This design comes from an exercise in tuning for small area and few clock cycles per item on the open sky130 flow, not from production work. The RTL was checked by simulation tests, not by an equivalence proof against the original design. No activity file was given, so power comes from the tool's default toggle rates.

## the previous run
==> flow/design.v <==
package mmio_csr_pkg;
    typedef logic [16-1:0] csr_len_t;
    typedef logic [15:0] done_cnt_t;
    typedef struct packed {
        logic [24-1:0] src;
        logic [24-1:0] dst;
        csr_len_t                    len;
    } desc_view_t;
    typedef struct packed {
        logic [64-3:0] rsvd;
        logic                   clr;
        logic                   start;
    } ctrl_view_t;
    typedef union packed {
        desc_view_t desc;
        ctrl_view_t ctrl;
    } csr_word_u;
endpackage
package mem_chan_pkg;
    typedef logic [64-1:0] mem_word_t;
    typedef logic [24-1:0] host_addr_t;
    typedef logic [24-1:0] lmem_addr_t;
    typedef logic [$clog2(4):0] slot_cnt_t;
endpackage
`timescale 1ns/100ps
module asp_top (
    input  logic                          pclk,
    input  logic                          rst,
    input  logic [8-1:0]    paddr,
    input  logic                          psel,
    input  logic                          penable,
    input  logic                          pwrite,
    input  logic [64-1:0]        pwdata,
    output logic [64-1:0]        prdata,
    output logic                          pready,
    output logic                          pslverr,
    output mem_chan_pkg::host_addr_t      host_address,
    output logic                          host_read,
    input  logic                          host_waitrequest,
    input  mem_chan_pkg::mem_word_t       host_readdata,
    input  logic                          host_readdatavalid,
    output mem_chan_pkg::lmem_addr_t      lmem_address,
    output logic                          lmem_write,
    output mem_chan_pkg::mem_word_t       lmem_writedata,
    input  logic                          lmem_waitrequest,
    output logic                          job_done
);
    localparam int D   = 4;    
    localparam int CW  = $clog2(D + 1);
    logic [23:0] desc_src;
    logic [23:0] desc_dst;
    logic [15:0] desc_len;
    logic        desc_ok;      
    logic        busy;
    logic        error;
    logic [15:0] done_cnt;
    logic [23:0] rd_addr;
    logic [15:0] rd_left;
    logic [23:0] wr_addr;
    logic [CW-1:0] pend;       
    logic [CW-1:0] held;       
    logic [D-1:0]  wp;         
    logic [D-1:0]  rp;         
    logic [63:0] buf_q [D];
    logic access, hit_desc, hit_ctrl, hit_status;
    logic wr_desc, wr_ctrl, start, clr;
    assign access     = psel && penable;
    assign hit_desc   = (paddr == 8'h00);
    assign hit_ctrl   = (paddr == 8'h08);
    assign hit_status = (paddr == 8'h10);
    assign wr_desc    = access && pwrite && hit_desc;
    assign wr_ctrl    = access && pwrite && hit_ctrl;
    assign clr        = wr_ctrl && pwdata[1];
    assign start      = wr_ctrl && pwdata[0] && !busy && desc_ok && (desc_len != 16'd0);
    assign pready  = access;
    assign pslverr = access && (!(hit_desc || hit_ctrl || hit_status) || (pwrite && hit_status));
    always_comb begin
        prdata = '0;
        if (hit_desc && desc_ok) prdata = {desc_src, desc_dst, desc_len};
        else if (hit_status)     prdata = {32'b0, done_cnt, 14'b0, error, busy};
    end
    logic held_any, wr_acc, rd_acc, push, pop, last;
    assign held_any       = (held != '0);
    assign lmem_write     = busy && (held_any || host_readdatavalid);
    always_comb begin
        lmem_writedata = held_any ? 64'd0 : host_readdata;
        for (int i = 0; i < D; i++)
            if (held_any && rp[i]) lmem_writedata = lmem_writedata | buf_q[i];
    end
    assign lmem_address   = wr_addr;
    assign wr_acc         = lmem_write && !lmem_waitrequest;
    assign push           = busy && host_readdatavalid && (held_any || lmem_waitrequest);
    assign pop            = held_any && !lmem_waitrequest;
    assign last           = wr_acc && (rd_left == 16'd0) && (pend == CW'(1));
    assign host_read    = busy && (rd_left != 16'd0) && ((pend != CW'(D)) || wr_acc);
    assign host_address = rd_addr;
    assign rd_acc       = host_read && !host_waitrequest;
    always_ff @(posedge pclk) begin
        for (int i = 0; i < D; i++)
            if (push && wp[i]) buf_q[i] <= host_readdata;
    end
    always_ff @(posedge pclk) begin
        if (wr_desc) begin
            desc_src <= pwdata[63:40];
            desc_dst <= pwdata[39:16];
            desc_len <= pwdata[15:0];
        end
    end
    always_ff @(posedge pclk) begin
        if (start) begin
            rd_addr <= desc_src;
            rd_left <= desc_len;
            wr_addr <= desc_dst;
        end else begin
            if (rd_acc) begin
                rd_addr <= rd_addr + 1'b1;
                rd_left <= rd_left - 1'b1;
            end
            if (wr_acc) wr_addr <= wr_addr + 1'b1;
        end
    end
    always_ff @(posedge pclk) begin
        if (rst) begin
            desc_ok  <= 1'b0;
            busy     <= 1'b0;
            error    <= 1'b0;
            done_cnt <= '0;
            job_done <= 1'b0;
            pend     <= '0;
            held     <= '0;
            wp       <= D'(1);
            rp       <= D'(1);
        end else begin
            job_done <= last;
            if (wr_desc) desc_ok <= 1'b1;
            if (last) begin
                busy     <= 1'b0;
                done_cnt <= done_cnt + 1'b1;
            end
            if (clr) begin
                error    <= 1'b0;
                done_cnt <= '0;
            end
            if (start)                     busy  <= 1'b1;
            else if (wr_ctrl && pwdata[0]) error <= 1'b1;
            pend <= pend + CW'(rd_acc) - CW'(wr_acc);
            held <= held + CW'(push) - CW'(pop);
            if (push) wp <= {wp[D-2:0], wp[D-1]};
            if (pop)  rp <= {rp[D-2:0], rp[D-1]};
        end
    end
endmodule
==> flow/config.mk <==
export PLATFORM = sky130hd
export DESIGN_NAME = asp_top
export DESIGN_NICKNAME = asp_top
export VERILOG_FILES = /design/flow/design.v
export SDC_FILE = /design/flow/constraint.sdc
export NUM_CORES = 4
export LEC_CHECK = 0
export CAP_MARGIN = 20
export CORE_MARGIN = 2
export CORE_UTILIZATION = 40
export SLEW_MARGIN = 20
==> flow/constraint.sdc <==
create_clock -name core_clock -period 5.0 [get_ports {pclk}]
set_input_delay 1.0000 -clock core_clock [delete_from_list [all_inputs] [get_ports {pclk}]]
set_output_delay 1.0000 -clock core_clock [all_outputs]
set_load 0.01 [all_outputs]
run.sh (not shown) runs the stock make flow with config.mk's settings and CLKGATE_MAP_FILE= SYNTH_SCRIPT=/design/flow/synth_recipe.tcl, a recipe that flattens the netlist after the stock synthesis.
Testbench counts of the previous run, summed over its fixed seeds: cycles 18,325, words 10,274.
Modified inputs, the current run compared to the previous run
diff --git a/flow/design.v b/flow/design.v
--- a/flow/design.v
+++ b/flow/design.v
@@ -17,13 +17,13 @@
     } csr_word_u;
 endpackage
 package mem_chan_pkg;
     typedef logic [64-1:0] mem_word_t;
     typedef logic [24-1:0] host_addr_t;
     typedef logic [24-1:0] lmem_addr_t;
-    typedef logic [$clog2(4):0] slot_cnt_t;
+    typedef logic [$clog2(3):0] slot_cnt_t;
 endpackage
 `timescale 1ns/100ps
 module asp_top (
     input  logic                          pclk,
     input  logic                          rst,
     input  logic [8-1:0]    paddr,
@@ -42,13 +42,13 @@
     output mem_chan_pkg::lmem_addr_t      lmem_address,
     output logic                          lmem_write,
     output mem_chan_pkg::mem_word_t       lmem_writedata,
     input  logic                          lmem_waitrequest,
     output logic                          job_done
 );
-    localparam int D   = 4;    
+    localparam int D   = 3;    
     localparam int CW  = $clog2(D + 1);
     logic [23:0] desc_src;
     logic [23:0] desc_dst;
     logic [15:0] desc_len;
     logic        desc_ok;      
     logic        busy;
==> comparison <==
The current run finished all stages; the layout is clean.
Relative to the previous run, share of post-route cells with drive strength above 1 has decreased by 0.22 points in the current run.
Between the current run and the previous run, it is the current run whose standard cell area after detailed placement is lower, by about 12%.
In the reports for the previous run and the current run, the larger layout-stage area growth over the synthesis result belongs to the current run.
Compared with the previous run, the current run shows a higher part of the total power dissipated in sequential elements.
The current run vs the previous run, worst setup path endpoint: prdata[18] vs prdata[24]
Synthesized cell count shrinks by more than 10% when moving from the previous run to the current run.
Of the two candidates, the previous run has the better worst setup slack and the current run the worse one.
Testbench counts of the current run, summed over its fixed seeds: cycles 21,085, words 10,274.

## separate check: timing with driven ports
How much do the figures lean on ideal ports? The routed layouts below were timed once more, with nothing changed but the port constraints. Step 1 (the two cells are an assumption about what drives the block):
set clk [get_ports {pclk}]
set_driving_cell -lib_cell sky130_fd_sc_hd__clkbuf_16 $clk
set_driving_cell -lib_cell sky130_fd_sc_hd__buf_2 [delete_from_list [all_inputs] $clk]
Step 2 times the ports against the registers' clock, not the clock port: input delays grow and output delays shrink by t, the midpoint of the rising clock arrivals with the driver on. a / b / c = ideal / step 1 / step 2; a / b = the first two.
run	shift t [ns]	setup slack, ns	worst hold slack (ns)	latest minus earliest clock arrival (ns)	slew at the worst register clock pin (ns)
the previous run	0.621	0.569 / 0.546 / 0.546	0.473 / 0.473 / 0.473	0.026 / 0.026	0.06 / 0.06
the current run	0.582	0.424 / 0.400 / 0.400	0.455 / 0.455 / 0.455	0.011 / 0.012	0.06 / 0.06
After both steps setup and hold are still met in every run listed. For the current run, which loses most, drivers alone change the setup slack by -0.024 ns; drivers and shift together by -0.024 ns.
